Background: an optimization exercise with open tools, aiming at small area and a short achievable clock period. Do not read the settings as production practice. The RTL was checked by simulation tests, not by an equivalence proof against the original design.

==> flow/design.v <==
module simple_ntt_core #(
  parameter int data_width      = 32,
  parameter int max_buffer_size = 4,
  parameter int modulus         = 3329,
  parameter int root            = 1729
) (
  input  logic                               clk,
  input  logic                               reset,
  input  logic [data_width-1:0]              input_buffer0,
  input  logic [data_width-1:0]              input_buffer1,
  input  logic [data_width-1:0]              input_buffer2,
  input  logic [data_width-1:0]              input_buffer3,
  input  logic [$clog2(max_buffer_size)-1:0] index,
  output logic [data_width-1:0]              output_buffer
);
  localparam int iw = $clog2(max_buffer_size);
  localparam logic [data_width-1:0]   q_w    = data_width'(modulus);
  localparam logic [data_width:0]     q_ext  = (data_width + 1)'(modulus);
  localparam logic [2*data_width-1:0] q_wide = (2 * data_width)'(modulus);
  localparam logic [data_width-1:0] twiddle = data_width'(root);
  if (max_buffer_size != 4) begin : g_bad_size
    $error("simple_ntt_core: only max_buffer_size = 4 is supported");
  end
  if (longint'(modulus) >= (64'(1) << (data_width - 1))) begin : g_bad_modulus
    $error("simple_ntt_core: modulus must be below 2^(data_width-1)");
  end
  function automatic logic [data_width-1:0] mod_add(
    input logic [data_width-1:0] a,
    input logic [data_width-1:0] b
  );
    logic [data_width:0] s;
    s = {1'b0, a} + {1'b0, b};
    if (s >= q_ext) s = s - q_ext;
    mod_add = data_width'(s);
  endfunction
  function automatic logic [data_width-1:0] mod_sub(
    input logic [data_width-1:0] a,
    input logic [data_width-1:0] b
  );
    logic [data_width:0] d;
    d = {1'b0, a} - {1'b0, b};
    if (a < b) d = d + q_ext;
    mod_sub = data_width'(d);
  endfunction
  function automatic logic [data_width-1:0] mod_mul(
    input logic [data_width-1:0] a,
    input logic [data_width-1:0] b
  );
    logic [2*data_width-1:0] p;
    p = {{data_width{1'b0}}, a} * {{data_width{1'b0}}, b};
    p = p % q_wide;
    mod_mul = data_width'(p);
  endfunction
  logic [data_width-1:0] a_r [4];
  logic [iw-1:0]         index_r;
  always_ff @(posedge clk or posedge reset) begin
    if (reset) begin
      for (int unsigned i = 0; i < 4; i++) a_r[i] <= '0;
      index_r <= '0;
    end else begin
      a_r[0]  <= input_buffer0 % q_w;
      a_r[1]  <= input_buffer1 % q_w;
      a_r[2]  <= input_buffer2 % q_w;
      a_r[3]  <= input_buffer3 % q_w;
      index_r <= index;
    end
  end
  logic [data_width-1:0] e0, e1, o0, o1;
  logic [data_width-1:0] bin    [4];
  logic [data_width-1:0] result [4];
  always_comb begin
    e0 = mod_add(a_r[0], a_r[2]);
    e1 = mod_sub(a_r[0], a_r[2]);
    o0 = mod_add(a_r[1], a_r[3]);
    o1 = mod_mul(mod_sub(a_r[1], a_r[3]), twiddle);
    bin[0] = mod_add(e0, o0);
    bin[1] = mod_add(e1, o1);
    bin[2] = mod_sub(e0, o0);
    bin[3] = mod_sub(e1, o1);
    for (int unsigned i = 0; i < 4; i++) begin
      result[i] = bin[i];
    end
  end
  always_ff @(posedge clk or posedge reset) begin
    if (reset) output_buffer <= '0;
    else       output_buffer <= result[index_r];
  end
endmodule
==> flow/run.sh <==
#!/bin/bash
# synth_recipe.tcl (not shown) runs the flow's synth.tcl, then flattens the netlist and writes it again
# the make line also repeats each setting of config.mk as NAME=value (left out here)
make -C /OpenROAD-flow-scripts/flow DESIGN_CONFIG=/design/flow/config.mk WORK_HOME=/design/flow/orfs CLKGATE_MAP_FILE= SYNTH_SCRIPT=/design/flow/synth_recipe.tcl finish
==> flow/config.mk <==
export PLATFORM = sky130hd
export DESIGN_NAME = simple_ntt_core
export DESIGN_NICKNAME = simple_ntt_core
export VERILOG_FILES = /design/flow/design.v
export SDC_FILE = /design/flow/constraint.sdc
export NUM_CORES = 4
export LEC_CHECK = 0
export CAP_MARGIN = 20
export CORE_MARGIN = 2
export CORE_UTILIZATION = 40
export SLEW_MARGIN = 20
==> flow/constraint.sdc <==
create_clock -name core_clock -period 55.0 [get_ports {clk}]
set_input_delay 11.0000 -clock core_clock [delete_from_list [all_inputs] [get_ports {clk}]]
set_output_delay 11.0000 -clock core_clock [all_outputs]
set_load 0.01 [all_outputs]
==> results.yml, run 1 <==
logic_synthesis:
  synth_top_flop_cell: "dfrtp_1"
  synth-compound-area-share_pct: 28.4
  syn_area_um2: 68700
  post-synth-top-count-cell: "nor2_1"
  synth_xor_area_share_pct: 17.7
  yosysTopAreaCell: "xnor2_1"
  synth_edf_count: 0
worst_setup_path:
  cp.required_ps: 55370
  critical_path_class: "flip-flop to flip-flop"
  r2r_slack_ps: 3150
  critPathLaunchType: "flip-flop"
  reg2reg_depth: 201
  cpMostUsedCell: "a21o_1"
final_layout:
  stdcell_area_um2: 73800
  clock_buffer_count: 18
  fillers: 17729
  utilization_pct: 43.1
  regMostFlops: "a_r"
  seq_cells: 162
worst_hold_path:
  min_path_cells: 2
global_routing:
  top_usage_layer: "met2"
clock_tree:
  cts_buffer_depth: 2
  post_cts_resized: 2
route:
  wl_met1_mm: 103
  routed-wl-met3_mm: 10.1
  topRoutingLayerUsed: "met5"
  drtAntennaViolNets: 0
  via_count: 72006
  drtIter0Drc: 5980
status:
  run_status: "timing/DRC/antenna clean"
sta:
  max_freq_ghz: 0.0193
  clock_skew_ps: 24.9
  tns_ps: 0
floorplan:
  pin_count: 164
  initial_core_util_pct: 40.1
==> run 2: changes to the inputs <==
==> flow/design.v (replaced) <==
module simple_ntt_core #(
  parameter int data_width      = 32,
  parameter int max_buffer_size = 4,
  parameter int modulus         = 3329,
  parameter int root            = 1729
) (
  input  logic                               clk,
  input  logic                               reset,
  input  logic [data_width-1:0]              input_buffer0,
  input  logic [data_width-1:0]              input_buffer1,
  input  logic [data_width-1:0]              input_buffer2,
  input  logic [data_width-1:0]              input_buffer3,
  input  logic [$clog2(max_buffer_size)-1:0] index,
  output logic [data_width-1:0]              output_buffer
);
  logic [18:0] rs;
  logic [18:0] rt;
  logic [1:0] k_r;
  logic v_r;
  wire k0x = index[0];
  wire x1 = input_buffer2[0] ^ k0x;
  wire x2 = input_buffer2[1] ^ k0x;
  wire x3 = input_buffer2[2] ^ k0x;
  wire x4 = input_buffer2[3] ^ k0x;
  wire x5 = input_buffer2[4] ^ k0x;
  wire x6 = input_buffer2[5] ^ k0x;
  wire x7 = input_buffer2[6] ^ k0x;
  wire x8 = input_buffer2[7] ^ k0x;
  wire x9 = input_buffer2[8] ^ k0x;
  wire x10 = input_buffer2[9] ^ k0x;
  wire x11 = input_buffer2[10] ^ k0x;
  wire x12 = input_buffer2[11] ^ k0x;
  wire x13 = input_buffer2[12] ^ k0x;
  wire x14 = input_buffer2[13] ^ k0x;
  wire x15 = input_buffer2[14] ^ k0x;
  wire x16 = input_buffer2[15] ^ k0x;
  wire x17 = input_buffer2[16] ^ k0x;
  wire x18 = input_buffer2[17] ^ k0x;
  wire x19 = input_buffer2[18] ^ k0x;
  wire x20 = input_buffer2[19] ^ k0x;
  wire x21 = input_buffer2[20] ^ k0x;
  wire x22 = input_buffer2[21] ^ k0x;
  wire x23 = input_buffer2[22] ^ k0x;
  wire x24 = input_buffer2[23] ^ k0x;
  wire x25 = input_buffer2[24] ^ k0x;
  wire x26 = input_buffer2[25] ^ k0x;
  wire x27 = input_buffer2[26] ^ k0x;
  wire x28 = input_buffer2[27] ^ k0x;
  wire x29 = input_buffer2[28] ^ k0x;
  wire x30 = input_buffer2[29] ^ k0x;
  wire x31 = input_buffer2[30] ^ k0x;
  wire x32 = input_buffer2[31] ^ k0x;
  wire s33, c33;
  ntt_fa u33 (.a(input_buffer0[0]), .b(x1), .c(k0x), .s(s33), .co(c33));
  wire s34, c34;
  ntt_fa u34 (.a(input_buffer0[1]), .b(x2), .c(c33), .s(s34), .co(c34));
  wire s35, c35;
  ntt_fa u35 (.a(input_buffer0[2]), .b(x3), .c(c34), .s(s35), .co(c35));
  wire s36, c36;
  ntt_fa u36 (.a(input_buffer0[3]), .b(x4), .c(c35), .s(s36), .co(c36));
  wire s37, c37;
  ntt_ha u37 (.a(input_buffer0[4]), .b(x5), .s(s37), .co(c37));
  wire s38, c38;
  ntt_fa u38 (.a(input_buffer0[5]), .b(x6), .c(c37), .s(s38), .co(c38));
  wire s39, c39;
  ntt_fa u39 (.a(input_buffer0[6]), .b(x7), .c(c38), .s(s39), .co(c39));
  wire s40, c40;
  ntt_fa u40 (.a(input_buffer0[7]), .b(x8), .c(c39), .s(s40), .co(c40));
  wire s41, c41;
  ntt_ha u41 (.a(input_buffer0[8]), .b(x9), .s(s41), .co(c41));
  wire s42, c42;
  ntt_fa u42 (.a(input_buffer0[9]), .b(x10), .c(c41), .s(s42), .co(c42));
  wire s43, c43;
  ntt_fa u43 (.a(input_buffer0[10]), .b(x11), .c(c42), .s(s43), .co(c43));
  wire s44, c44;
  ntt_fa u44 (.a(input_buffer0[11]), .b(x12), .c(c43), .s(s44), .co(c44));
  wire s45, c45;
  ntt_ha u45 (.a(input_buffer0[12]), .b(x13), .s(s45), .co(c45));
  wire s46, c46;
  ntt_fa u46 (.a(input_buffer0[13]), .b(x14), .c(c45), .s(s46), .co(c46));
  wire s47, c47;
  ntt_fa u47 (.a(input_buffer0[14]), .b(x15), .c(c46), .s(s47), .co(c47));
  wire s48, c48;
  ntt_fa u48 (.a(input_buffer0[15]), .b(x16), .c(c47), .s(s48), .co(c48));
  wire s49, c49;
  ntt_ha u49 (.a(input_buffer0[16]), .b(x17), .s(s49), .co(c49));
  wire s50, c50;
  ntt_fa u50 (.a(input_buffer0[17]), .b(x18), .c(c49), .s(s50), .co(c50));
  wire s51, c51;
  ntt_fa u51 (.a(input_buffer0[18]), .b(x19), .c(c50), .s(s51), .co(c51));
  wire s52, c52;
  ntt_fa u52 (.a(input_buffer0[19]), .b(x20), .c(c51), .s(s52), .co(c52));
  wire s53, c53;
  ntt_ha u53 (.a(input_buffer0[20]), .b(x21), .s(s53), .co(c53));
  wire s54, c54;
  ntt_fa u54 (.a(input_buffer0[21]), .b(x22), .c(c53), .s(s54), .co(c54));
  wire s55, c55;
  ntt_fa u55 (.a(input_buffer0[22]), .b(x23), .c(c54), .s(s55), .co(c55));
  wire s56, c56;
  ntt_fa u56 (.a(input_buffer0[23]), .b(x24), .c(c55), .s(s56), .co(c56));
  wire s57, c57;
  ntt_ha u57 (.a(input_buffer0[24]), .b(x25), .s(s57), .co(c57));
  wire s58, c58;
  ntt_fa u58 (.a(input_buffer0[25]), .b(x26), .c(c57), .s(s58), .co(c58));
  wire s59, c59;
  ntt_fa u59 (.a(input_buffer0[26]), .b(x27), .c(c58), .s(s59), .co(c59));
  wire s60, c60;
  ntt_fa u60 (.a(input_buffer0[27]), .b(x28), .c(c59), .s(s60), .co(c60));
  wire s61, c61;
  ntt_ha u61 (.a(input_buffer0[28]), .b(x29), .s(s61), .co(c61));
  wire s62, c62;
  ntt_fa u62 (.a(input_buffer0[29]), .b(x30), .c(c61), .s(s62), .co(c62));
  wire s63, c63;
  ntt_fa u63 (.a(input_buffer0[30]), .b(x31), .c(c62), .s(s63), .co(c63));
  wire s64, c64;
  ntt_fa u64 (.a(input_buffer0[31]), .b(x32), .c(c63), .s(s64), .co(c64));
  wire s65, c65;
  ntt_ha u65 (.a(s35), .b(c52), .s(s65), .co(c65));
  wire s66, c66;
  ntt_ha u66 (.a(c40), .b(s41), .s(s66), .co(c66));
  wire s67, c67;
  ntt_ha u67 (.a(s43), .b(c44), .s(s67), .co(c67));
  wire s68, c68;
  ntt_fa u68 (.a(s33), .b(s51), .c(c52), .s(s68), .co(c68));
  wire s69, c69;
  ntt_ha u69 (.a(s53), .b(s59), .s(s69), .co(c69));
  wire s70, c70;
  ntt_fa u70 (.a(s34), .b(s52), .c(s54), .s(s70), .co(c70));
  wire s71, c71;
  ntt_ha u71 (.a(s60), .b(s63), .s(s71), .co(c71));
  wire s72, c72;
  ntt_fa u72 (.a(s65), .b(s53), .c(s55), .s(s72), .co(c72));
  wire s73, c73;
  ntt_fa u73 (.a(c60), .b(s61), .c(s64), .s(s73), .co(c73));
  wire s74 = s47 ^ c48;
  wire c75 = ~(s47 | c48);
  wire s76, c76;
  ntt_fa u76 (.a(c65), .b(s36), .c(s54), .s(s76), .co(c76));
  wire s77, c77;
  ntt_fa u77 (.a(s56), .b(s62), .c(c64), .s(s77), .co(c77));
  wire s78 = s48 ^ s50;
  wire c79 = ~(s48 | s50);
  wire s80, c80;
  ntt_fa u80 (.a(c36), .b(s37), .c(s55), .s(s80), .co(c80));
  wire s81, c81;
  ntt_fa u81 (.a(c56), .b(s57), .c(s63), .s(s81), .co(c81));
  wire s82, c82;
  ntt_fa u82 (.a(c48), .b(s49), .c(s51), .s(s82), .co(c82));
  wire s83, c83;
  ntt_fa u83 (.a(s38), .b(s56), .c(s58), .s(s83), .co(c83));
  wire s84 = s64 ^ s50;
  wire c85 = s64 & ~s50;
  wire s86, c86;
  ntt_fa u86 (.a(s39), .b(c56), .c(s57), .s(s86), .co(c86));
  wire s87, c87;
  ntt_fa u87 (.a(s51), .b(c52), .c(s53), .s(s87), .co(c87));
  wire s88, c88;
  ntt_ha u88 (.a(s40), .b(s58), .s(s88), .co(c88));
  wire s89, c89;
  ntt_fa u89 (.a(c44), .b(s45), .c(s47), .s(s89), .co(c89));
  wire s90, c90;
  ntt_fa u90 (.a(s66), .b(s51), .c(c60), .s(s90), .co(c90));
  wire s91, c91;
  ntt_fa u91 (.a(c66), .b(s42), .c(s52), .s(s91), .co(c91));
  wire s92, c92;
  ntt_fa u92 (.a(s46), .b(s48), .c(s56), .s(s92), .co(c92));
  wire s93, c93;
  ntt_fa u93 (.a(c48), .b(s49), .c(s51), .s(s93), .co(c93));
  wire s94, c94;
  ntt_fa u94 (.a(c56), .b(s57), .c(s60), .s(s94), .co(c94));
  wire s95, c95;
  ntt_ha u95 (.a(s67), .b(s45), .s(s95), .co(c95));
  wire s96, c96;
  ntt_fa u96 (.a(c67), .b(s44), .c(s46), .s(s96), .co(c96));
  wire s97, c97;
  ntt_fa u97 (.a(s50), .b(s52), .c(s58), .s(s97), .co(c97));
  wire s98, c98;
  ntt_fa u98 (.a(c60), .b(s61), .c(c64), .s(s98), .co(c98));
  wire s99, c99;
  ntt_fa u99 (.a(s68), .b(s69), .c(s62), .s(s99), .co(c99));
  wire s100, c100;
  ntt_fa u100 (.a(c68), .b(c69), .c(s70), .s(s100), .co(c100));
  wire s101 = s71 ^ s46;
  wire c102 = s71 & ~s46;
  wire s103, c103;
  ntt_fa u103 (.a(c70), .b(c71), .c(s72), .s(s103), .co(c103));
  wire i104 = ~s49;
  wire s105, c105;
  ntt_fa u105 (.a(s73), .b(s74), .c(i104), .s(s105), .co(c105));
  wire s106, c106;
  ntt_fa u106 (.a(c72), .b(c73), .c(c75), .s(s106), .co(c106));
  wire s107, c107;
  ntt_fa u107 (.a(s76), .b(s77), .c(s78), .s(s107), .co(c107));
  wire s108, c108;
  ntt_fa u108 (.a(c76), .b(c77), .c(c79), .s(s108), .co(c108));
  wire i109 = ~s82;
  wire s110, c110;
  ntt_fa u110 (.a(s80), .b(s81), .c(i109), .s(s110), .co(c110));
  wire s111, c111;
  ntt_fa u111 (.a(c80), .b(c81), .c(s83), .s(s111), .co(c111));
  wire s112, c112;
  ntt_fa u112 (.a(c82), .b(s84), .c(s52), .s(s112), .co(c112));
  wire s113, c113;
  ntt_fa u113 (.a(c83), .b(c85), .c(s86), .s(s113), .co(c113));
  wire i114 = ~s87;
  wire s115, c115;
  ntt_fa u115 (.a(s59), .b(c64), .c(i114), .s(s115), .co(c115));
  wire s116, c116;
  ntt_fa u116 (.a(c86), .b(s88), .c(s60), .s(s116), .co(c116));
  wire s117, c117;
  ntt_fa u117 (.a(c87), .b(s52), .c(s54), .s(s117), .co(c117));
  wire s118, c118;
  ntt_fa u118 (.a(c88), .b(s90), .c(s61), .s(s118), .co(c118));
  wire s119, c119;
  ntt_fa u119 (.a(s89), .b(s55), .c(s62), .s(s119), .co(c119));
  wire s120, c120;
  ntt_fa u120 (.a(c89), .b(s92), .c(s59), .s(s120), .co(c120));
  wire i121 = ~s63;
  wire s122, c122;
  ntt_fa u122 (.a(c90), .b(s91), .c(i121), .s(s122), .co(c122));
  wire s123, c123;
  ntt_fa u123 (.a(c92), .b(s93), .c(s94), .s(s123), .co(c123));
  wire i124 = ~s64;
  wire s125, c125;
  ntt_fa u125 (.a(c91), .b(s95), .c(i124), .s(s125), .co(c125));
  wire s126, c126;
  ntt_fa u126 (.a(c93), .b(c94), .c(s97), .s(s126), .co(c126));
  wire i127 = ~s98;
  wire s128, c128;
  ntt_fa u128 (.a(c95), .b(s96), .c(i127), .s(s128), .co(c128));
  wire s129 = c96 ^ c97;
  wire c130 = c96 & ~c97;
  wire s131 = s99 ^ c44;
  wire c132 = s99 & ~c44;
  wire i133 = ~s101;
  wire s134, c134;
  ntt_fa u134 (.a(c99), .b(i133), .c(s100), .s(s134), .co(c134));
  wire s135, c135;
  ntt_fa u135 (.a(c100), .b(c102), .c(s103), .s(s135), .co(c135));
  wire s136, c136;
  ntt_fa u136 (.a(c103), .b(c105), .c(s106), .s(s136), .co(c136));
  wire s137, c137;
  ntt_fa u137 (.a(c106), .b(c107), .c(s108), .s(s137), .co(c137));
  wire s138, c138;
  ntt_fa u138 (.a(c108), .b(c110), .c(s111), .s(s138), .co(c138));
  wire s139, c139;
  ntt_fa u139 (.a(c111), .b(s113), .c(s115), .s(s139), .co(c139));
  wire s140, c140;
  ntt_fa u140 (.a(c113), .b(c115), .c(s116), .s(s140), .co(c140));
  wire i141 = ~c117;
  wire s142, c142;
  ntt_fa u142 (.a(c116), .b(i141), .c(s118), .s(s142), .co(c142));
  wire i143 = ~c119;
  wire s144, c144;
  ntt_fa u144 (.a(c118), .b(i143), .c(s122), .s(s144), .co(c144));
  wire i145 = ~c120;
  wire s146, c146;
  ntt_fa u146 (.a(c122), .b(i145), .c(s125), .s(s146), .co(c146));
  wire i147 = ~c123;
  wire s148, c148;
  ntt_fa u148 (.a(c125), .b(i147), .c(s128), .s(s148), .co(c148));
  wire s149, c149;
  ntt_fa u149 (.a(c126), .b(s129), .c(c98), .s(s149), .co(c149));
  wire s150 = s131 ^ s45;
  wire c151 = ~(s131 | s45);
  wire i152 = ~s48;
  wire s153, c153;
  ntt_fa u153 (.a(c132), .b(s134), .c(i152), .s(s153), .co(c153));
  wire s154, c154;
  ntt_fa u154 (.a(c134), .b(s135), .c(s105), .s(s154), .co(c154));
  wire s155, c155;
  ntt_fa u155 (.a(c135), .b(s136), .c(s107), .s(s155), .co(c155));
  wire s156, c156;
  ntt_fa u156 (.a(c136), .b(s137), .c(s110), .s(s156), .co(c156));
  wire i157 = ~s112;
  wire s158, c158;
  ntt_fa u158 (.a(c137), .b(s138), .c(i157), .s(s158), .co(c158));
  wire i159 = ~c112;
  wire s160, c160;
  ntt_fa u160 (.a(c138), .b(s139), .c(i159), .s(s160), .co(c160));
  wire i161 = ~s117;
  wire s162, c162;
  ntt_fa u162 (.a(c139), .b(s140), .c(i161), .s(s162), .co(c162));
  wire i163 = ~s119;
  wire s164, c164;
  ntt_fa u164 (.a(c140), .b(s142), .c(i163), .s(s164), .co(c164));
  wire i165 = ~s120;
  wire s166, c166;
  ntt_fa u166 (.a(c142), .b(s144), .c(i165), .s(s166), .co(c166));
  wire i167 = ~s123;
  wire s168, c168;
  ntt_fa u168 (.a(c144), .b(s146), .c(i167), .s(s168), .co(c168));
  wire i169 = ~s126;
  wire s170, c170;
  ntt_fa u170 (.a(c146), .b(s148), .c(i169), .s(s170), .co(c170));
  wire i171 = ~s149;
  wire s172, c172;
  ntt_fa u172 (.a(c148), .b(c128), .c(i171), .s(s172), .co(c172));
  wire s173 = c130 ^ c149;
  wire c174 = c130 & ~c149;
  wire s175 = s150 ^ s47;
  wire c176 = s150 & ~s47;
  wire s177, c177;
  ntt_fa u177 (.a(c151), .b(s153), .c(c176), .s(s177), .co(c177));
  wire s178, c178;
  ntt_fa u178 (.a(c153), .b(s154), .c(c177), .s(s178), .co(c178));
  wire s179, c179;
  ntt_fa u179 (.a(c154), .b(s155), .c(c178), .s(s179), .co(c179));
  wire s180, c180;
  ntt_ha u180 (.a(c155), .b(s156), .s(s180), .co(c180));
  wire s181, c181;
  ntt_fa u181 (.a(c156), .b(s158), .c(c180), .s(s181), .co(c181));
  wire s182, c182;
  ntt_fa u182 (.a(c158), .b(s160), .c(c181), .s(s182), .co(c182));
  wire s183, c183;
  ntt_fa u183 (.a(c160), .b(s162), .c(c182), .s(s183), .co(c183));
  wire s184, c184;
  ntt_ha u184 (.a(c162), .b(s164), .s(s184), .co(c184));
  wire s185, c185;
  ntt_fa u185 (.a(c164), .b(s166), .c(c184), .s(s185), .co(c185));
  wire s186, c186;
  ntt_fa u186 (.a(c166), .b(s168), .c(c185), .s(s186), .co(c186));
  wire s187, c187;
  ntt_fa u187 (.a(c168), .b(s170), .c(c186), .s(s187), .co(c187));
  wire s188, c188;
  ntt_ha u188 (.a(c170), .b(s172), .s(s188), .co(c188));
  wire i189 = ~s173;
  wire s190, c190;
  ntt_fa u190 (.a(c172), .b(i189), .c(c188), .s(s190), .co(c190));
  wire s191, c191;
  ntt_ha u191 (.a(c174), .b(c190), .s(s191), .co(c191));
  wire x192 = input_buffer3[0] ^ k0x;
  wire x193 = input_buffer3[1] ^ k0x;
  wire x194 = input_buffer3[2] ^ k0x;
  wire x195 = input_buffer3[3] ^ k0x;
  wire x196 = input_buffer3[4] ^ k0x;
  wire x197 = input_buffer3[5] ^ k0x;
  wire x198 = input_buffer3[6] ^ k0x;
  wire x199 = input_buffer3[7] ^ k0x;
  wire x200 = input_buffer3[8] ^ k0x;
  wire x201 = input_buffer3[9] ^ k0x;
  wire x202 = input_buffer3[10] ^ k0x;
  wire x203 = input_buffer3[11] ^ k0x;
  wire x204 = input_buffer3[12] ^ k0x;
  wire x205 = input_buffer3[13] ^ k0x;
  wire x206 = input_buffer3[14] ^ k0x;
  wire x207 = input_buffer3[15] ^ k0x;
  wire x208 = input_buffer3[16] ^ k0x;
  wire x209 = input_buffer3[17] ^ k0x;
  wire x210 = input_buffer3[18] ^ k0x;
  wire x211 = input_buffer3[19] ^ k0x;
  wire x212 = input_buffer3[20] ^ k0x;
  wire x213 = input_buffer3[21] ^ k0x;
  wire x214 = input_buffer3[22] ^ k0x;
  wire x215 = input_buffer3[23] ^ k0x;
  wire x216 = input_buffer3[24] ^ k0x;
  wire x217 = input_buffer3[25] ^ k0x;
  wire x218 = input_buffer3[26] ^ k0x;
  wire x219 = input_buffer3[27] ^ k0x;
  wire x220 = input_buffer3[28] ^ k0x;
  wire x221 = input_buffer3[29] ^ k0x;
  wire x222 = input_buffer3[30] ^ k0x;
  wire x223 = input_buffer3[31] ^ k0x;
  wire s224, c224;
  ntt_fa u224 (.a(input_buffer1[0]), .b(x192), .c(k0x), .s(s224), .co(c224));
  wire s225, c225;
  ntt_fa u225 (.a(input_buffer1[1]), .b(x193), .c(c224), .s(s225), .co(c225));
  wire s226, c226;
  ntt_fa u226 (.a(input_buffer1[2]), .b(x194), .c(c225), .s(s226), .co(c226));
  wire s227, c227;
  ntt_fa u227 (.a(input_buffer1[3]), .b(x195), .c(c226), .s(s227), .co(c227));
  wire s228, c228;
  ntt_ha u228 (.a(input_buffer1[4]), .b(x196), .s(s228), .co(c228));
  wire s229, c229;
  ntt_fa u229 (.a(input_buffer1[5]), .b(x197), .c(c228), .s(s229), .co(c229));
  wire s230, c230;
  ntt_fa u230 (.a(input_buffer1[6]), .b(x198), .c(c229), .s(s230), .co(c230));
  wire s231, c231;
  ntt_fa u231 (.a(input_buffer1[7]), .b(x199), .c(c230), .s(s231), .co(c231));
  wire s232, c232;
  ntt_ha u232 (.a(input_buffer1[8]), .b(x200), .s(s232), .co(c232));
  wire s233, c233;
  ntt_fa u233 (.a(input_buffer1[9]), .b(x201), .c(c232), .s(s233), .co(c233));
  wire s234, c234;
  ntt_fa u234 (.a(input_buffer1[10]), .b(x202), .c(c233), .s(s234), .co(c234));
  wire s235, c235;
  ntt_fa u235 (.a(input_buffer1[11]), .b(x203), .c(c234), .s(s235), .co(c235));
  wire s236, c236;
  ntt_ha u236 (.a(input_buffer1[12]), .b(x204), .s(s236), .co(c236));
  wire s237, c237;
  ntt_fa u237 (.a(input_buffer1[13]), .b(x205), .c(c236), .s(s237), .co(c237));
  wire s238, c238;
  ntt_fa u238 (.a(input_buffer1[14]), .b(x206), .c(c237), .s(s238), .co(c238));
  wire s239, c239;
  ntt_fa u239 (.a(input_buffer1[15]), .b(x207), .c(c238), .s(s239), .co(c239));
  wire s240, c240;
  ntt_ha u240 (.a(input_buffer1[16]), .b(x208), .s(s240), .co(c240));
  wire s241, c241;
  ntt_fa u241 (.a(input_buffer1[17]), .b(x209), .c(c240), .s(s241), .co(c241));
  wire s242, c242;
  ntt_fa u242 (.a(input_buffer1[18]), .b(x210), .c(c241), .s(s242), .co(c242));
  wire s243, c243;
  ntt_fa u243 (.a(input_buffer1[19]), .b(x211), .c(c242), .s(s243), .co(c243));
  wire s244, c244;
  ntt_ha u244 (.a(input_buffer1[20]), .b(x212), .s(s244), .co(c244));
  wire s245, c245;
  ntt_fa u245 (.a(input_buffer1[21]), .b(x213), .c(c244), .s(s245), .co(c245));
  wire s246, c246;
  ntt_fa u246 (.a(input_buffer1[22]), .b(x214), .c(c245), .s(s246), .co(c246));
  wire s247, c247;
  ntt_fa u247 (.a(input_buffer1[23]), .b(x215), .c(c246), .s(s247), .co(c247));
  wire s248, c248;
  ntt_ha u248 (.a(input_buffer1[24]), .b(x216), .s(s248), .co(c248));
  wire s249, c249;
  ntt_fa u249 (.a(input_buffer1[25]), .b(x217), .c(c248), .s(s249), .co(c249));
  wire s250, c250;
  ntt_fa u250 (.a(input_buffer1[26]), .b(x218), .c(c249), .s(s250), .co(c250));
  wire s251, c251;
  ntt_fa u251 (.a(input_buffer1[27]), .b(x219), .c(c250), .s(s251), .co(c251));
  wire s252, c252;
  ntt_ha u252 (.a(input_buffer1[28]), .b(x220), .s(s252), .co(c252));
  wire s253, c253;
  ntt_fa u253 (.a(input_buffer1[29]), .b(x221), .c(c252), .s(s253), .co(c253));
  wire s254, c254;
  ntt_fa u254 (.a(input_buffer1[30]), .b(x222), .c(c253), .s(s254), .co(c254));
  wire s255, c255;
  ntt_fa u255 (.a(input_buffer1[31]), .b(x223), .c(c254), .s(s255), .co(c255));
  wire s256, c256;
  ntt_ha u256 (.a(s226), .b(c243), .s(s256), .co(c256));
  wire s257, c257;
  ntt_ha u257 (.a(c231), .b(s232), .s(s257), .co(c257));
  wire s258, c258;
  ntt_ha u258 (.a(s234), .b(c235), .s(s258), .co(c258));
  wire s259, c259;
  ntt_fa u259 (.a(s224), .b(s242), .c(c243), .s(s259), .co(c259));
  wire s260, c260;
  ntt_ha u260 (.a(s244), .b(s250), .s(s260), .co(c260));
  wire s261, c261;
  ntt_fa u261 (.a(s225), .b(s243), .c(s245), .s(s261), .co(c261));
  wire s262, c262;
  ntt_ha u262 (.a(s251), .b(s254), .s(s262), .co(c262));
  wire s263, c263;
  ntt_fa u263 (.a(s256), .b(s244), .c(s246), .s(s263), .co(c263));
  wire s264, c264;
  ntt_fa u264 (.a(c251), .b(s252), .c(s255), .s(s264), .co(c264));
  wire s265 = s238 ^ c239;
  wire c266 = ~(s238 | c239);
  wire s267, c267;
  ntt_fa u267 (.a(c256), .b(s227), .c(s245), .s(s267), .co(c267));
  wire s268, c268;
  ntt_fa u268 (.a(s247), .b(s253), .c(c255), .s(s268), .co(c268));
  wire s269 = s239 ^ s241;
  wire c270 = ~(s239 | s241);
  wire s271, c271;
  ntt_fa u271 (.a(c227), .b(s228), .c(s246), .s(s271), .co(c271));
  wire s272, c272;
  ntt_fa u272 (.a(c247), .b(s248), .c(s254), .s(s272), .co(c272));
  wire s273, c273;
  ntt_fa u273 (.a(c239), .b(s240), .c(s242), .s(s273), .co(c273));
  wire s274, c274;
  ntt_fa u274 (.a(s229), .b(s247), .c(s249), .s(s274), .co(c274));
  wire s275 = s255 ^ s241;
  wire c276 = s255 & ~s241;
  wire s277, c277;
  ntt_fa u277 (.a(s230), .b(c247), .c(s248), .s(s277), .co(c277));
  wire s278, c278;
  ntt_fa u278 (.a(s242), .b(c243), .c(s244), .s(s278), .co(c278));
  wire s279, c279;
  ntt_ha u279 (.a(s231), .b(s249), .s(s279), .co(c279));
  wire s280, c280;
  ntt_fa u280 (.a(c235), .b(s236), .c(s238), .s(s280), .co(c280));
  wire s281, c281;
  ntt_fa u281 (.a(s257), .b(s242), .c(c251), .s(s281), .co(c281));
  wire s282, c282;
  ntt_fa u282 (.a(c257), .b(s233), .c(s243), .s(s282), .co(c282));
  wire s283, c283;
  ntt_fa u283 (.a(s237), .b(s239), .c(s247), .s(s283), .co(c283));
  wire s284, c284;
  ntt_fa u284 (.a(c239), .b(s240), .c(s242), .s(s284), .co(c284));
  wire s285, c285;
  ntt_fa u285 (.a(c247), .b(s248), .c(s251), .s(s285), .co(c285));
  wire s286, c286;
  ntt_ha u286 (.a(s258), .b(s236), .s(s286), .co(c286));
  wire s287, c287;
  ntt_fa u287 (.a(c258), .b(s235), .c(s237), .s(s287), .co(c287));
  wire s288, c288;
  ntt_fa u288 (.a(s241), .b(s243), .c(s249), .s(s288), .co(c288));
  wire s289, c289;
  ntt_fa u289 (.a(c251), .b(s252), .c(c255), .s(s289), .co(c289));
  wire s290, c290;
  ntt_fa u290 (.a(s259), .b(s260), .c(s253), .s(s290), .co(c290));
  wire s291, c291;
  ntt_fa u291 (.a(c259), .b(c260), .c(s261), .s(s291), .co(c291));
  wire s292 = s262 ^ s237;
  wire c293 = s262 & ~s237;
  wire s294, c294;
  ntt_fa u294 (.a(c261), .b(c262), .c(s263), .s(s294), .co(c294));
  wire i295 = ~s240;
  wire s296, c296;
  ntt_fa u296 (.a(s264), .b(s265), .c(i295), .s(s296), .co(c296));
  wire s297, c297;
  ntt_fa u297 (.a(c263), .b(c264), .c(c266), .s(s297), .co(c297));
  wire s298, c298;
  ntt_fa u298 (.a(s267), .b(s268), .c(s269), .s(s298), .co(c298));
  wire s299, c299;
  ntt_fa u299 (.a(c267), .b(c268), .c(c270), .s(s299), .co(c299));
  wire i300 = ~s273;
  wire s301, c301;
  ntt_fa u301 (.a(s271), .b(s272), .c(i300), .s(s301), .co(c301));
  wire s302, c302;
  ntt_fa u302 (.a(c271), .b(c272), .c(s274), .s(s302), .co(c302));
  wire s303, c303;
  ntt_fa u303 (.a(c273), .b(s275), .c(s243), .s(s303), .co(c303));
  wire s304, c304;
  ntt_fa u304 (.a(c274), .b(c276), .c(s277), .s(s304), .co(c304));
  wire i305 = ~s278;
  wire s306, c306;
  ntt_fa u306 (.a(s250), .b(c255), .c(i305), .s(s306), .co(c306));
  wire s307, c307;
  ntt_fa u307 (.a(c277), .b(s279), .c(s251), .s(s307), .co(c307));
  wire s308, c308;
  ntt_fa u308 (.a(c278), .b(s243), .c(s245), .s(s308), .co(c308));
  wire s309, c309;
  ntt_fa u309 (.a(c279), .b(s281), .c(s252), .s(s309), .co(c309));
  wire s310, c310;
  ntt_fa u310 (.a(s280), .b(s246), .c(s253), .s(s310), .co(c310));
  wire s311, c311;
  ntt_fa u311 (.a(c280), .b(s283), .c(s250), .s(s311), .co(c311));
  wire i312 = ~s254;
  wire s313, c313;
  ntt_fa u313 (.a(c281), .b(s282), .c(i312), .s(s313), .co(c313));
  wire s314, c314;
  ntt_fa u314 (.a(c283), .b(s284), .c(s285), .s(s314), .co(c314));
  wire i315 = ~s255;
  wire s316, c316;
  ntt_fa u316 (.a(c282), .b(s286), .c(i315), .s(s316), .co(c316));
  wire s317, c317;
  ntt_fa u317 (.a(c284), .b(c285), .c(s288), .s(s317), .co(c317));
  wire i318 = ~s289;
  wire s319, c319;
  ntt_fa u319 (.a(c286), .b(s287), .c(i318), .s(s319), .co(c319));
  wire s320 = c287 ^ c288;
  wire c321 = c287 & ~c288;
  wire s322 = s290 ^ c235;
  wire c323 = s290 & ~c235;
  wire i324 = ~s292;
  wire s325, c325;
  ntt_fa u325 (.a(c290), .b(i324), .c(s291), .s(s325), .co(c325));
  wire s326, c326;
  ntt_fa u326 (.a(c291), .b(c293), .c(s294), .s(s326), .co(c326));
  wire s327, c327;
  ntt_fa u327 (.a(c294), .b(c296), .c(s297), .s(s327), .co(c327));
  wire s328, c328;
  ntt_fa u328 (.a(c297), .b(c298), .c(s299), .s(s328), .co(c328));
  wire s329, c329;
  ntt_fa u329 (.a(c299), .b(c301), .c(s302), .s(s329), .co(c329));
  wire s330, c330;
  ntt_fa u330 (.a(c302), .b(s304), .c(s306), .s(s330), .co(c330));
  wire s331, c331;
  ntt_fa u331 (.a(c304), .b(c306), .c(s307), .s(s331), .co(c331));
  wire i332 = ~c308;
  wire s333, c333;
  ntt_fa u333 (.a(c307), .b(i332), .c(s309), .s(s333), .co(c333));
  wire i334 = ~c310;
  wire s335, c335;
  ntt_fa u335 (.a(c309), .b(i334), .c(s313), .s(s335), .co(c335));
  wire i336 = ~c311;
  wire s337, c337;
  ntt_fa u337 (.a(c313), .b(i336), .c(s316), .s(s337), .co(c337));
  wire i338 = ~c314;
  wire s339, c339;
  ntt_fa u339 (.a(c316), .b(i338), .c(s319), .s(s339), .co(c339));
  wire s340, c340;
  ntt_fa u340 (.a(c317), .b(s320), .c(c289), .s(s340), .co(c340));
  wire s341 = s322 ^ s236;
  wire c342 = ~(s322 | s236);
  wire i343 = ~s239;
  wire s344, c344;
  ntt_fa u344 (.a(c323), .b(s325), .c(i343), .s(s344), .co(c344));
  wire s345, c345;
  ntt_fa u345 (.a(c325), .b(s326), .c(s296), .s(s345), .co(c345));
  wire s346, c346;
  ntt_fa u346 (.a(c326), .b(s327), .c(s298), .s(s346), .co(c346));
  wire s347, c347;
  ntt_fa u347 (.a(c327), .b(s328), .c(s301), .s(s347), .co(c347));
  wire i348 = ~s303;
  wire s349, c349;
  ntt_fa u349 (.a(c328), .b(s329), .c(i348), .s(s349), .co(c349));
  wire i350 = ~c303;
  wire s351, c351;
  ntt_fa u351 (.a(c329), .b(s330), .c(i350), .s(s351), .co(c351));
  wire i352 = ~s308;
  wire s353, c353;
  ntt_fa u353 (.a(c330), .b(s331), .c(i352), .s(s353), .co(c353));
  wire i354 = ~s310;
  wire s355, c355;
  ntt_fa u355 (.a(c331), .b(s333), .c(i354), .s(s355), .co(c355));
  wire i356 = ~s311;
  wire s357, c357;
  ntt_fa u357 (.a(c333), .b(s335), .c(i356), .s(s357), .co(c357));
  wire i358 = ~s314;
  wire s359, c359;
  ntt_fa u359 (.a(c335), .b(s337), .c(i358), .s(s359), .co(c359));
  wire i360 = ~s317;
  wire s361, c361;
  ntt_fa u361 (.a(c337), .b(s339), .c(i360), .s(s361), .co(c361));
  wire i362 = ~s340;
  wire s363, c363;
  ntt_fa u363 (.a(c339), .b(c319), .c(i362), .s(s363), .co(c363));
  wire s364 = c321 ^ c340;
  wire c365 = c321 & ~c340;
  wire s366 = s341 ^ s238;
  wire c367 = s341 & ~s238;
  wire s368, c368;
  ntt_fa u368 (.a(c342), .b(s344), .c(c367), .s(s368), .co(c368));
  wire s369, c369;
  ntt_fa u369 (.a(c344), .b(s345), .c(c368), .s(s369), .co(c369));
  wire s370, c370;
  ntt_fa u370 (.a(c345), .b(s346), .c(c369), .s(s370), .co(c370));
  wire s371, c371;
  ntt_ha u371 (.a(c346), .b(s347), .s(s371), .co(c371));
  wire s372, c372;
  ntt_fa u372 (.a(c347), .b(s349), .c(c371), .s(s372), .co(c372));
  wire s373, c373;
  ntt_fa u373 (.a(c349), .b(s351), .c(c372), .s(s373), .co(c373));
  wire s374, c374;
  ntt_fa u374 (.a(c351), .b(s353), .c(c373), .s(s374), .co(c374));
  wire s375, c375;
  ntt_ha u375 (.a(c353), .b(s355), .s(s375), .co(c375));
  wire s376, c376;
  ntt_fa u376 (.a(c355), .b(s357), .c(c375), .s(s376), .co(c376));
  wire s377, c377;
  ntt_fa u377 (.a(c357), .b(s359), .c(c376), .s(s377), .co(c377));
  wire s378, c378;
  ntt_fa u378 (.a(c359), .b(s361), .c(c377), .s(s378), .co(c378));
  wire s379, c379;
  ntt_ha u379 (.a(c361), .b(s363), .s(s379), .co(c379));
  wire i380 = ~s364;
  wire s381, c381;
  ntt_fa u381 (.a(c363), .b(i380), .c(c379), .s(s381), .co(c381));
  wire s382, c382;
  ntt_ha u382 (.a(c365), .b(c381), .s(s382), .co(c382));
  always_ff @(posedge clk) begin
    rs <= {c191, s191, s190, s188, c187, s187, s186, s185, s184, c183, s183, s182, s181, s180, c179, s179, s178, s177, s175};
    rt <= {c382, s382, s381, s379, c378, s378, s377, s376, s375, c374, s374, s373, s372, s371, c370, s370, s369, s368, s366};
    k_r <= index;
  end
  always_ff @(posedge clk or posedge reset) begin
    if (reset) v_r <= 1'b0;
    else       v_r <= 1'b1;
  end
  wire m383 = (k_r[1] ? (k_r[0] ? ~rt[1] : rt[0]) : (k_r[0] ? rt[1] : ~rt[0]));
  wire m384 = (k_r[1] ? (k_r[0] ? rt[7] : rt[14]) : (k_r[0] ? ~rt[7] : ~rt[14]));
  wire m385 = (k_r[1] ? (k_r[0] ? rt[9] : rt[15]) : (k_r[0] ? ~rt[9] : ~rt[15]));
  wire m386 = (k_r[1] ? (k_r[0] ? rt[10] : rt[17]) : (k_r[0] ? ~rt[10] : ~rt[17]));
  wire m387 = (k_r[1] ? (k_r[0] ? ~rt[16] : 1'b0) : (k_r[0] ? rt[16] : 1'b0));
  wire m388 = (k_r[1] ? (k_r[0] ? ~rt[18] : 1'b0) : (k_r[0] ? rt[18] : 1'b0));
  wire m389 = (k_r[1] ? (k_r[0] ? ~rt[2] : ~rt[1]) : (k_r[0] ? rt[2] : rt[1]));
  wire m390 = (k_r[1] ? (k_r[0] ? rt[8] : rt[16]) : (k_r[0] ? ~rt[8] : ~rt[16]));
  wire m391 = (k_r[1] ? (k_r[0] ? rt[11] : rt[18]) : (k_r[0] ? ~rt[11] : ~rt[18]));
  wire m392 = (k_r[1] ? (k_r[0] ? ~rt[17] : 1'b0) : (k_r[0] ? rt[17] : 1'b0));
  wire m393 = (k_r[1] ? (k_r[0] ? ~rt[3] : ~rt[2]) : (k_r[0] ? rt[3] : rt[2]));
  wire m394 = (k_r[1] ? (k_r[0] ? rt[9] : rt[17]) : (k_r[0] ? ~rt[9] : ~rt[17]));
  wire m395 = (k_r[1] ? (k_r[0] ? rt[10] : 1'b0) : (k_r[0] ? ~rt[10] : 1'b0));
  wire m396 = (k_r[1] ? (k_r[0] ? rt[12] : 1'b0) : (k_r[0] ? ~rt[12] : 1'b0));
  wire m397 = (k_r[1] ? (k_r[0] ? ~rt[18] : 1'b0) : (k_r[0] ? rt[18] : 1'b0));
  wire m398 = (k_r[1] ? (k_r[0] ? ~rt[4] : ~rt[3]) : (k_r[0] ? rt[4] : rt[3]));
  wire m399 = (k_r[1] ? (k_r[0] ? ~rt[5] : rt[18]) : (k_r[0] ? rt[5] : ~rt[18]));
  wire m400 = (k_r[1] ? (k_r[0] ? rt[11] : 1'b0) : (k_r[0] ? ~rt[11] : 1'b0));
  wire m401 = (k_r[1] ? (k_r[0] ? rt[13] : 1'b0) : (k_r[0] ? ~rt[13] : 1'b0));
  wire m402 = (k_r[1] ? (k_r[0] ? ~rt[6] : ~rt[4]) : (k_r[0] ? rt[6] : rt[4]));
  wire m403 = (k_r[1] ? (k_r[0] ? rt[12] : ~rt[5]) : (k_r[0] ? ~rt[12] : rt[5]));
  wire m404 = (k_r[1] ? (k_r[0] ? rt[14] : 1'b0) : (k_r[0] ? ~rt[14] : 1'b0));
  wire m405 = (k_r[1] ? (k_r[0] ? rt[15] : 1'b0) : (k_r[0] ? ~rt[15] : 1'b0));
  wire m406 = (k_r[1] ? (k_r[0] ? ~rt[7] : ~rt[6]) : (k_r[0] ? rt[7] : rt[6]));
  wire m407 = (k_r[1] ? (k_r[0] ? rt[13] : 1'b0) : (k_r[0] ? ~rt[13] : 1'b0));
  wire m408 = (k_r[1] ? (k_r[0] ? rt[16] : 1'b0) : (k_r[0] ? ~rt[16] : 1'b0));
  wire m409 = (k_r[1] ? (k_r[0] ? ~rt[0] : ~rt[7]) : (k_r[0] ? rt[0] : rt[7]));
  wire m410 = (k_r[1] ? (k_r[0] ? ~rt[8] : 1'b0) : (k_r[0] ? rt[8] : 1'b0));
  wire m411 = (k_r[1] ? (k_r[0] ? rt[14] : 1'b0) : (k_r[0] ? ~rt[14] : 1'b0));
  wire m412 = (k_r[1] ? (k_r[0] ? rt[15] : 1'b0) : (k_r[0] ? ~rt[15] : 1'b0));
  wire m413 = (k_r[1] ? (k_r[0] ? rt[17] : 1'b0) : (k_r[0] ? ~rt[17] : 1'b0));
  wire m414 = (k_r[1] ? (k_r[0] ? ~rt[1] : ~rt[8]) : (k_r[0] ? rt[1] : rt[8]));
  wire m415 = (k_r[1] ? (k_r[0] ? rt[9] : 1'b0) : (k_r[0] ? ~rt[9] : 1'b0));
  wire m416 = (k_r[1] ? (k_r[0] ? rt[10] : 1'b0) : (k_r[0] ? ~rt[10] : 1'b0));
  wire m417 = (k_r[1] ? (k_r[0] ? ~rt[16] : 1'b0) : (k_r[0] ? rt[16] : 1'b0));
  wire m418 = (k_r[1] ? (k_r[0] ? ~rt[18] : 1'b0) : (k_r[0] ? rt[18] : 1'b0));
  wire m419 = (k_r[1] ? (k_r[0] ? ~rt[17] : rt[17]) : (k_r[0] ? rt[17] : ~rt[17]));
  wire m420 = (k_r[1] ? (k_r[0] ? ~rt[2] : ~rt[9]) : (k_r[0] ? rt[2] : rt[9]));
  wire m421 = (k_r[1] ? (k_r[0] ? rt[7] : ~rt[10]) : (k_r[0] ? ~rt[7] : rt[10]));
  wire m422 = (k_r[1] ? (k_r[0] ? rt[11] : rt[14]) : (k_r[0] ? ~rt[11] : ~rt[14]));
  wire m423 = (k_r[1] ? (k_r[0] ? 1'b0 : rt[15]) : (k_r[0] ? 1'b0 : ~rt[15]));
  wire m424 = (k_r[1] ? (k_r[0] ? rt[18] : rt[18]) : (k_r[0] ? ~rt[18] : ~rt[18]));
  wire m425 = (k_r[1] ? (k_r[0] ? rt[0] : ~rt[11]) : (k_r[0] ? ~rt[0] : rt[11]));
  wire m426 = (k_r[1] ? (k_r[0] ? ~rt[3] : rt[16]) : (k_r[0] ? rt[3] : ~rt[16]));
  wire m427 = (k_r[1] ? (k_r[0] ? rt[8] : 1'b0) : (k_r[0] ? ~rt[8] : 1'b0));
  wire m428 = (k_r[1] ? (k_r[0] ? rt[12] : 1'b0) : (k_r[0] ? ~rt[12] : 1'b0));
  wire m429 = (k_r[1] ? (k_r[0] ? ~rt[4] : ~rt[12]) : (k_r[0] ? rt[4] : rt[12]));
  wire m430 = (k_r[1] ? (k_r[0] ? ~rt[5] : ~rt[14]) : (k_r[0] ? rt[5] : rt[14]));
  wire m431 = (k_r[1] ? (k_r[0] ? ~rt[7] : ~rt[15]) : (k_r[0] ? rt[7] : rt[15]));
  wire m432 = (k_r[1] ? (k_r[0] ? rt[13] : 1'b0) : (k_r[0] ? ~rt[13] : 1'b0));
  wire m433 = (k_r[1] ? (k_r[0] ? rt[16] : 1'b0) : (k_r[0] ? ~rt[16] : 1'b0));
  wire m434 = (k_r[1] ? (k_r[0] ? ~rt[0] : ~rt[13]) : (k_r[0] ? rt[0] : rt[13]));
  wire m435 = (k_r[1] ? (k_r[0] ? ~rt[6] : ~rt[16]) : (k_r[0] ? rt[6] : rt[16]));
  wire m436 = (k_r[1] ? (k_r[0] ? ~rt[8] : 1'b0) : (k_r[0] ? rt[8] : 1'b0));
  wire m437 = (k_r[1] ? (k_r[0] ? rt[14] : 1'b0) : (k_r[0] ? ~rt[14] : 1'b0));
  wire m438 = (k_r[1] ? (k_r[0] ? rt[15] : 1'b0) : (k_r[0] ? ~rt[15] : 1'b0));
  wire m439 = (k_r[1] ? (k_r[0] ? rt[17] : 1'b0) : (k_r[0] ? ~rt[17] : 1'b0));
  wire kc440 = (k_r[1] ? (k_r[0] ? 1'b1 : 1'b1) : (k_r[0] ? 1'b1 : 1'b0));
  wire kc441 = (k_r[1] ? (k_r[0] ? 1'b0 : 1'b0) : (k_r[0] ? 1'b1 : 1'b1));
  wire kc442 = (k_r[1] ? (k_r[0] ? 1'b1 : 1'b0) : (k_r[0] ? 1'b0 : 1'b0));
  wire kc443 = (k_r[1] ? (k_r[0] ? 1'b1 : 1'b1) : (k_r[0] ? 1'b1 : 1'b0));
  wire kc444 = (k_r[1] ? (k_r[0] ? 1'b0 : 1'b1) : (k_r[0] ? 1'b1 : 1'b1));
  wire kc445 = (k_r[1] ? (k_r[0] ? 1'b1 : 1'b1) : (k_r[0] ? 1'b0 : 1'b0));
  wire kc446 = (k_r[1] ? (k_r[0] ? 1'b0 : 1'b1) : (k_r[0] ? 1'b1 : 1'b1));
  wire kc447 = (k_r[1] ? (k_r[0] ? 1'b0 : 1'b0) : (k_r[0] ? 1'b0 : 1'b1));
  wire kc448 = (k_r[1] ? (k_r[0] ? 1'b0 : 1'b1) : (k_r[0] ? 1'b1 : 1'b0));
  wire s449, c449;
  ntt_ha u449 (.a(m383), .b(m384), .s(s449), .co(c449));
  wire s450, c450;
  ntt_fa u450 (.a(rs[9]), .b(rs[10]), .c(m419), .s(s450), .co(c450));
  wire s451, c451;
  ntt_ha u451 (.a(rs[12]), .b(rs[14]), .s(s451), .co(c451));
  wire s452, c452;
  ntt_ha u452 (.a(rs[13]), .b(rs[16]), .s(s452), .co(c452));
  wire s453, c453;
  ntt_fa u453 (.a(s449), .b(m385), .c(m386), .s(s453), .co(c453));
  wire s454, c454;
  ntt_ha u454 (.a(m387), .b(m388), .s(s454), .co(c454));
  wire s455, c455;
  ntt_fa u455 (.a(c449), .b(rs[1]), .c(m389), .s(s455), .co(c455));
  wire s456, c456;
  ntt_fa u456 (.a(m390), .b(m391), .c(m392), .s(s456), .co(c456));
  wire s457 = kc440 ^ rs[16];
  wire c458 = kc440 & ~rs[16];
  wire s459, c459;
  ntt_fa u459 (.a(rs[2]), .b(m393), .c(m394), .s(s459), .co(c459));
  wire s460, c460;
  ntt_fa u460 (.a(m395), .b(m396), .c(m397), .s(s460), .co(c460));
  wire s461 = kc441 ^ rs[17];
  wire c462 = kc441 & ~rs[17];
  wire s463, c463;
  ntt_fa u463 (.a(rs[3]), .b(m398), .c(m399), .s(s463), .co(c463));
  wire s464, c464;
  ntt_ha u464 (.a(m400), .b(m401), .s(s464), .co(c464));
  wire s465, c465;
  ntt_fa u465 (.a(rs[4]), .b(rs[5]), .c(m402), .s(s465), .co(c465));
  wire s466, c466;
  ntt_ha u466 (.a(m403), .b(m404), .s(s466), .co(c466));
  wire s467, c467;
  ntt_ha u467 (.a(rs[6]), .b(m406), .s(s467), .co(c467));
  wire s468, c468;
  ntt_fa u468 (.a(rs[7]), .b(m409), .c(m410), .s(s468), .co(c468));
  wire s469, c469;
  ntt_fa u469 (.a(rs[8]), .b(m414), .c(m415), .s(s469), .co(c469));
  wire s470, c470;
  ntt_fa u470 (.a(s450), .b(m420), .c(m421), .s(s470), .co(c470));
  wire s471, c471;
  ntt_fa u471 (.a(m422), .b(m423), .c(kc446), .s(s471), .co(c471));
  wire s472, c472;
  ntt_fa u472 (.a(c450), .b(m424), .c(m425), .s(s472), .co(c472));
  wire s473, c473;
  ntt_fa u473 (.a(m426), .b(m427), .c(m428), .s(s473), .co(c473));
  wire s474 = rs[11] ^ rs[16];
  wire c475 = ~(rs[11] | rs[16]);
  wire s476, c476;
  ntt_fa u476 (.a(rs[11]), .b(s451), .c(rs[15]), .s(s476), .co(c476));
  wire s477, c477;
  ntt_fa u477 (.a(m429), .b(m430), .c(m431), .s(s477), .co(c477));
  wire s478, c478;
  ntt_fa u478 (.a(m432), .b(m433), .c(kc447), .s(s478), .co(c478));
  wire s479, c479;
  ntt_fa u479 (.a(c451), .b(s452), .c(m434), .s(s479), .co(c479));
  wire s480, c480;
  ntt_fa u480 (.a(m435), .b(m436), .c(m437), .s(s480), .co(c480));
  wire s481, c481;
  ntt_fa u481 (.a(m438), .b(m439), .c(kc448), .s(s481), .co(c481));
  wire s482, c482;
  ntt_fa u482 (.a(rs[0]), .b(rs[14]), .c(rs[15]), .s(s482), .co(c482));
  wire s483, c483;
  ntt_fa u483 (.a(c453), .b(c454), .c(s455), .s(s483), .co(c483));
  wire s484 = s456 ^ s457;
  wire c485 = s456 & ~s457;
  wire s486, c486;
  ntt_fa u486 (.a(c455), .b(c456), .c(c458), .s(s486), .co(c486));
  wire i487 = ~s461;
  wire s488, c488;
  ntt_fa u488 (.a(s459), .b(s460), .c(i487), .s(s488), .co(c488));
  wire s489, c489;
  ntt_fa u489 (.a(c459), .b(c460), .c(c462), .s(s489), .co(c489));
  wire i490 = ~rs[18];
  wire s491, c491;
  ntt_fa u491 (.a(s463), .b(s464), .c(i490), .s(s491), .co(c491));
  wire s492, c492;
  ntt_fa u492 (.a(c463), .b(c464), .c(s465), .s(s492), .co(c492));
  wire s493, c493;
  ntt_fa u493 (.a(s466), .b(m405), .c(kc442), .s(s493), .co(c493));
  wire s494, c494;
  ntt_fa u494 (.a(c465), .b(c466), .c(s467), .s(s494), .co(c494));
  wire s495, c495;
  ntt_fa u495 (.a(m407), .b(m408), .c(kc443), .s(s495), .co(c495));
  wire s496, c496;
  ntt_fa u496 (.a(c467), .b(s468), .c(m411), .s(s496), .co(c496));
  wire s497, c497;
  ntt_fa u497 (.a(m412), .b(m413), .c(kc444), .s(s497), .co(c497));
  wire s498, c498;
  ntt_fa u498 (.a(c468), .b(s469), .c(m416), .s(s498), .co(c498));
  wire s499, c499;
  ntt_fa u499 (.a(m417), .b(m418), .c(kc445), .s(s499), .co(c499));
  wire s500, c500;
  ntt_fa u500 (.a(c469), .b(s470), .c(s471), .s(s500), .co(c500));
  wire s501, c501;
  ntt_fa u501 (.a(rs[14]), .b(rs[15]), .c(rs[17]), .s(s501), .co(c501));
  wire s502, c502;
  ntt_fa u502 (.a(c470), .b(c471), .c(s472), .s(s502), .co(c502));
  wire s503, c503;
  ntt_fa u503 (.a(s473), .b(s474), .c(i490), .s(s503), .co(c503));
  wire s504, c504;
  ntt_fa u504 (.a(c472), .b(c473), .c(c475), .s(s504), .co(c504));
  wire s505, c505;
  ntt_fa u505 (.a(s476), .b(s477), .c(s478), .s(s505), .co(c505));
  wire s506, c506;
  ntt_fa u506 (.a(c476), .b(c477), .c(c478), .s(s506), .co(c506));
  wire s507, c507;
  ntt_fa u507 (.a(s479), .b(s480), .c(s481), .s(s507), .co(c507));
  wire s508, c508;
  ntt_fa u508 (.a(c479), .b(c480), .c(c481), .s(s508), .co(c508));
  wire s509, c509;
  ntt_ha u509 (.a(s453), .b(s454), .s(s509), .co(c509));
  wire s510, c510;
  ntt_fa u510 (.a(c482), .b(s484), .c(rs[18]), .s(s510), .co(c510));
  wire s511, c511;
  ntt_fa u511 (.a(c483), .b(c485), .c(s486), .s(s511), .co(c511));
  wire s512, c512;
  ntt_fa u512 (.a(c486), .b(c488), .c(s489), .s(s512), .co(c512));
  wire s513, c513;
  ntt_fa u513 (.a(c489), .b(c491), .c(s492), .s(s513), .co(c513));
  wire s514, c514;
  ntt_fa u514 (.a(c492), .b(c493), .c(s494), .s(s514), .co(c514));
  wire s515, c515;
  ntt_fa u515 (.a(c494), .b(c495), .c(s496), .s(s515), .co(c515));
  wire s516, c516;
  ntt_fa u516 (.a(c496), .b(c497), .c(s498), .s(s516), .co(c516));
  wire s517, c517;
  ntt_fa u517 (.a(c498), .b(c499), .c(s500), .s(s517), .co(c517));
  wire s518, c518;
  ntt_fa u518 (.a(c500), .b(s502), .c(s503), .s(s518), .co(c518));
  wire s519, c519;
  ntt_fa u519 (.a(c502), .b(c503), .c(s504), .s(s519), .co(c519));
  wire s520, c520;
  ntt_fa u520 (.a(c504), .b(c505), .c(s506), .s(s520), .co(c520));
  wire s521, c521;
  ntt_fa u521 (.a(c506), .b(c507), .c(s508), .s(s521), .co(c521));
  wire s522 = s509 ^ s482;
  wire c523 = s509 & ~s482;
  wire i524 = ~s510;
  wire s525, c525;
  ntt_fa u525 (.a(c509), .b(s483), .c(i524), .s(s525), .co(c525));
  wire i526 = ~c510;
  wire s527, c527;
  ntt_fa u527 (.a(s511), .b(s488), .c(i526), .s(s527), .co(c527));
  wire s528, c528;
  ntt_fa u528 (.a(c511), .b(s512), .c(s491), .s(s528), .co(c528));
  wire s529, c529;
  ntt_fa u529 (.a(c512), .b(s513), .c(s493), .s(s529), .co(c529));
  wire s530, c530;
  ntt_fa u530 (.a(c513), .b(s514), .c(s495), .s(s530), .co(c530));
  wire s531, c531;
  ntt_fa u531 (.a(c514), .b(s515), .c(s497), .s(s531), .co(c531));
  wire s532, c532;
  ntt_fa u532 (.a(c515), .b(s516), .c(s499), .s(s532), .co(c532));
  wire i533 = ~s501;
  wire s534, c534;
  ntt_fa u534 (.a(c516), .b(s517), .c(i533), .s(s534), .co(c534));
  wire i535 = ~c501;
  wire s536, c536;
  ntt_fa u536 (.a(c517), .b(s518), .c(i535), .s(s536), .co(c536));
  wire s537, c537;
  ntt_fa u537 (.a(c518), .b(s519), .c(s505), .s(s537), .co(c537));
  wire s538, c538;
  ntt_fa u538 (.a(c519), .b(s520), .c(s507), .s(s538), .co(c538));
  wire s539, c539;
  ntt_fa u539 (.a(c520), .b(s521), .c(c452), .s(s539), .co(c539));
  wire s540, c540;
  ntt_ha u540 (.a(c521), .b(c508), .s(s540), .co(c540));
  wire s541 = s522 ^ rs[17];
  wire c542 = ~(s522 | rs[17]);
  wire s543, c543;
  ntt_fa u543 (.a(c523), .b(s525), .c(c542), .s(s543), .co(c543));
  wire s544, c544;
  ntt_fa u544 (.a(c525), .b(s527), .c(c543), .s(s544), .co(c544));
  wire s545, c545;
  ntt_fa u545 (.a(c527), .b(s528), .c(c544), .s(s545), .co(c545));
  wire s546, c546;
  ntt_fa u546 (.a(c528), .b(s529), .c(c545), .s(s546), .co(c546));
  wire s547, c547;
  ntt_fa u547 (.a(c529), .b(s530), .c(c546), .s(s547), .co(c547));
  wire s548, c548;
  ntt_fa u548 (.a(c530), .b(s531), .c(c547), .s(s548), .co(c548));
  wire s549, c549;
  ntt_fa u549 (.a(c531), .b(s532), .c(c548), .s(s549), .co(c549));
  wire s550, c550;
  ntt_fa u550 (.a(c532), .b(s534), .c(c549), .s(s550), .co(c550));
  wire s551, c551;
  ntt_fa u551 (.a(c534), .b(s536), .c(c550), .s(s551), .co(c551));
  wire s552, c552;
  ntt_fa u552 (.a(c536), .b(s537), .c(c551), .s(s552), .co(c552));
  wire s553, c553;
  ntt_fa u553 (.a(c537), .b(s538), .c(c552), .s(s553), .co(c553));
  wire s554, c554;
  ntt_fa u554 (.a(c538), .b(s539), .c(c553), .s(s554), .co(c554));
  wire s555, c555;
  ntt_fa u555 (.a(c539), .b(s540), .c(c554), .s(s555), .co(c555));
  wire s556, c556;
  ntt_ha u556 (.a(c540), .b(c555), .s(s556), .co(c556));
  wire [4:0] hv557 = {c556, s556, s555, s554, s553};
  logic [11:0] tv;
  always_comb begin
    case (hv557)
      5'd0: tv = 12'd0;
      5'd1: tv = 12'd2048;
      5'd2: tv = 12'd767;
      5'd3: tv = 12'd2815;
      5'd4: tv = 12'd1534;
      5'd5: tv = 12'd253;
      5'd6: tv = 12'd2301;
      5'd7: tv = 12'd1020;
      5'd8: tv = 12'd3068;
      5'd9: tv = 12'd1787;
      5'd10: tv = 12'd506;
      5'd11: tv = 12'd2554;
      5'd12: tv = 12'd1273;
      5'd13: tv = 12'd3321;
      5'd14: tv = 12'd2040;
      5'd15: tv = 12'd759;
      5'd16: tv = 12'd2807;
      5'd17: tv = 12'd1526;
      5'd18: tv = 12'd245;
      default: tv = 12'd0;
    endcase
  end
  wire s558, c558;
  ntt_ha u558 (.a(s541), .b(tv[0]), .s(s558), .co(c558));
  wire s559, c559;
  ntt_fa u559 (.a(s543), .b(tv[1]), .c(c558), .s(s559), .co(c559));
  wire s560, c560;
  ntt_fa u560 (.a(s544), .b(tv[2]), .c(c559), .s(s560), .co(c560));
  wire s561, c561;
  ntt_fa u561 (.a(s545), .b(tv[3]), .c(c560), .s(s561), .co(c561));
  wire s562, c562;
  ntt_fa u562 (.a(s546), .b(tv[4]), .c(c561), .s(s562), .co(c562));
  wire s563, c563;
  ntt_fa u563 (.a(s547), .b(tv[5]), .c(c562), .s(s563), .co(c563));
  wire s564, c564;
  ntt_fa u564 (.a(s548), .b(tv[6]), .c(c563), .s(s564), .co(c564));
  wire s565, c565;
  ntt_fa u565 (.a(s549), .b(tv[7]), .c(c564), .s(s565), .co(c565));
  wire s566, c566;
  ntt_fa u566 (.a(s550), .b(tv[8]), .c(c565), .s(s566), .co(c566));
  wire s567, c567;
  ntt_fa u567 (.a(s551), .b(tv[9]), .c(c566), .s(s567), .co(c567));
  wire s568, c568;
  ntt_fa u568 (.a(s552), .b(tv[10]), .c(c567), .s(s568), .co(c568));
  wire s569, c569;
  ntt_ha u569 (.a(tv[11]), .b(c568), .s(s569), .co(c569));
  wire [12:0] y570 = {c569, s569, s568, s567, s566, s565, s564, s563, s562, s561, s560, s559, s558};
  wire [13:0] yq = {1'b0, y570} - 14'd3329;
  wire [11:0] res = yq[13] ? y570[11:0] : yq[11:0];
  logic [11:0] out_r;
  always_ff @(posedge clk or posedge reset) begin
    if (reset) out_r <= 12'd0;
    else       out_r <= res & {12{v_r}};
  end
  assign output_buffer = {20'd0, out_r};
endmodule
module ntt_fa (input logic a, input logic b, input logic c, output logic s, output logic co);
  assign s  = a ^ b ^ c;
  assign co = (a & b) | (a & c) | (b & c);
endmodule
module ntt_ha (input logic a, input logic b, output logic s, output logic co);
  assign s  = a ^ b;
  assign co = a & b;
endmodule
--- a/flow/config.mk
+++ b/flow/config.mk
@@ -9,3 +9,5 @@
 export CORE_MARGIN = 2
 export CORE_UTILIZATION = 40
 export SLEW_MARGIN = 20
+export SYNTH_HIERARCHICAL = 1
+export SYNTH_MINIMUM_KEEP_SIZE = 0
==> run 2 against run 1 <==
  * Utilization increased by 4.5 points
  * Fmax grew to 3.0 times the previous value
  * Critical path depth down 185
  * Clock skew fell by 18 ps
  * Synthesized area shrank 85%
  * Synthesized cell count shrank 92%
  * Register-to-register slack improved by 37000 ps
  * Sequential cell count shrank 109
  * Largest cell class unchanged
  * Highest routed layer is now met4
==> results.yml, run 2 <==
logic_synthesis:
  async_reset_ff_share_pct: 24.5
  synth_top_flop_cell: "dfxtp_1"
  yosysWarnings: 7
  synth.top_cell.area_share_pct: 56.4
  ys_seq_area_share_pct: 10.8
  synth_edf_count: 0
  synth_xor_area_share_pct: 8.98
  yosysTopAreaCell: "fa_1"
  post-synth-top-count-cell: "fa_1"
  synth_fa_ha_area_share_pct: 66.7
  synthMuxAreaShare_pct: 1.18
  synth-compound-area-share_pct: 3.15
  ys_types: 44
  syn_area_um2: 10400
status:
  run_status: "timing/DRC/antenna clean"
route:
  drt-total-wl_mm: 20.6
  via_count: 5869
  drcViolationCount: 0
  drtIter0Drc: 241
  drtAntennaViolNets: 0
sta:
  finalCriticalPeriod_ps: 17080
  finalMaxSlewViolations: 0
  tns_ps: 0
  setup_slack_ps: 37920
  clock_skew_ps: 7.26
  setup_viol: 0
  max_freq_ghz: 0.0585
clock_tree:
  post_cts_resized: 0
  cts_buffer_depth: 2
  cts_setup_buffers: 0
worst_setup_path:
  cp.required_ps: 55180
  critical_path_class: "primary input to flip-flop"
  critPathLaunchType: "primary input"
  r2r_slack_ps: 40090
place:
  hpwl_mm: 19.3
  pre_cts_ws_ps: 37530
  dpl_cell_area_um2: 12100
final_layout:
  fillers: 2373
  top_regs: "rs x19, rt x19, out_r x12"
  final_common_cell: "fa_1"
  fin_nets: 1447
  stdcell_area_um2: 12300
  multi_input_area_um2: 8830
global_routing:
  grt.total_usage_pct: 16.2
  grt_antenna_before_repair: 0
  grt_max_degree: 39
floorplan:
  pin_count: 164
  initial_core_util_pct: 40.4
## run 2: cell count changes after synthesis, moves of 297 or more
cell     change
nor2_1    -1166
xnor2_1    -922
nand2_1    -851
a21oi_1    -600
inv_1      -531
o21ai_0    -428
ha_1       -338
xor2_1     -337
nor3_1     -297
## run 2: final timing paths
kind	startpoint	end	cells after the start
max	index[0]	rt[8]	16
min reg2reg	v_r	out_r[1]	1
min	v_r	out_r[1]	1
min in group asynchronous	reset	out_r[4]	2
max in group asynchronous	reset	out_r[6]	2
max reg2reg	k_r[1]	out_r[10]	42
## run 2: area by class of cell
| class | instances | area share, % |
|---|---|---|
| flip-flops and latches | 53 | 9.17 |
| well taps | 335 | 3.41 |
| repair buffers | 146 | 11.8 |
| multi-input cells | 647 | 71.8 |
| inverters | 82 | 2.50 |
| clock inverters | 1 | 0.0712 |
| clock buffers | 6 | 1.22 |
## run 2: cell families (layout without fill, tap and decap cells)
group,after synthesis,in the layout
adders and majority gates,380,380
xor gates and xnor gates,107,107
muxes,12,12
other,2,21
DFF,53,53
buffers and inverters,123,235
AOI/OAI and AO/OA,54,54
and+or+nand+nor,73,73
## run 2: through the flow
| step | utilization [%] | hold slack, ps |
|---|---|---|
| final | 47.6 | 749 |
| after global routing | 47.6 | 807 |
| after CTS | 47.6 | 753 |
| after detailed placement | 47.0 | 742 |
| after global placement | 47.0 | 733 |
| after floorplan | - | 563 |
## run 2: worst max-delay path, stage by stage
cell and delay, ps:
buf_4 380, buf_4 560, xor2_1 140, ha_1 220, fa_1 380, fa_1 400
fa_1 470, ha_1 360, fa_1 460, fa_1 460, fa_1 570, fa_1 420
ha_1 200, fa_1 370, fa_1 390, fa_1 440
## run 2: layer usage
metal	vias up	global-route usage, %	part of all wire [%]
li1	2716	-	-
met2	176	27.1	48
met3	16	2.75	5.1
met5	-	0	0
met4	0	3.13	1.4
met1	2961	22.6	45
## run 2: per-module statistics from Yosys, one instance, submodules excluded
module           cell area (µm²)  flip-flops and latches  cells inside  times used
ntt_fa                      20.0                       0             1         294
simple_ntt_core             3950                      53           462           1
ntt_ha                      12.5                       0             1          48

[what the ideal ports hide]
The results above use ideal ports. As a check the final layouts listed here were re-extracted and re-timed, cells and wires unchanged. Step 1: set_driving_cell puts a clkbuf_16 on clk and a buf_2 on each other input, an assumption about the parent block. Step 2, shift: input delay + t, output delay - t, t = (earliest + latest rising clock arrival at the registers) / 2. This alone moves slack from input paths to output paths. a / b / c = no drivers / after step 1 / after step 2; a / b = the first two.
run	shift t [ns]	setup WS [ns]	clock arrival spread, ns	worst register clock-pin slew, ns	pins driven straight from the clock port
run 1	0.560	3.154 / 3.154 / 3.154	0.026 / 0.026	0.09 / 0.09	1
run 2	0.340	37.920 / 37.934 / 37.594	0.008 / 0.008	0.07 / 0.07	1
After both steps every run listed still meets setup and hold. The setup slack of run 2, which loses most, moves by +0.014 ns with the drivers and by -0.326 ns with both steps.
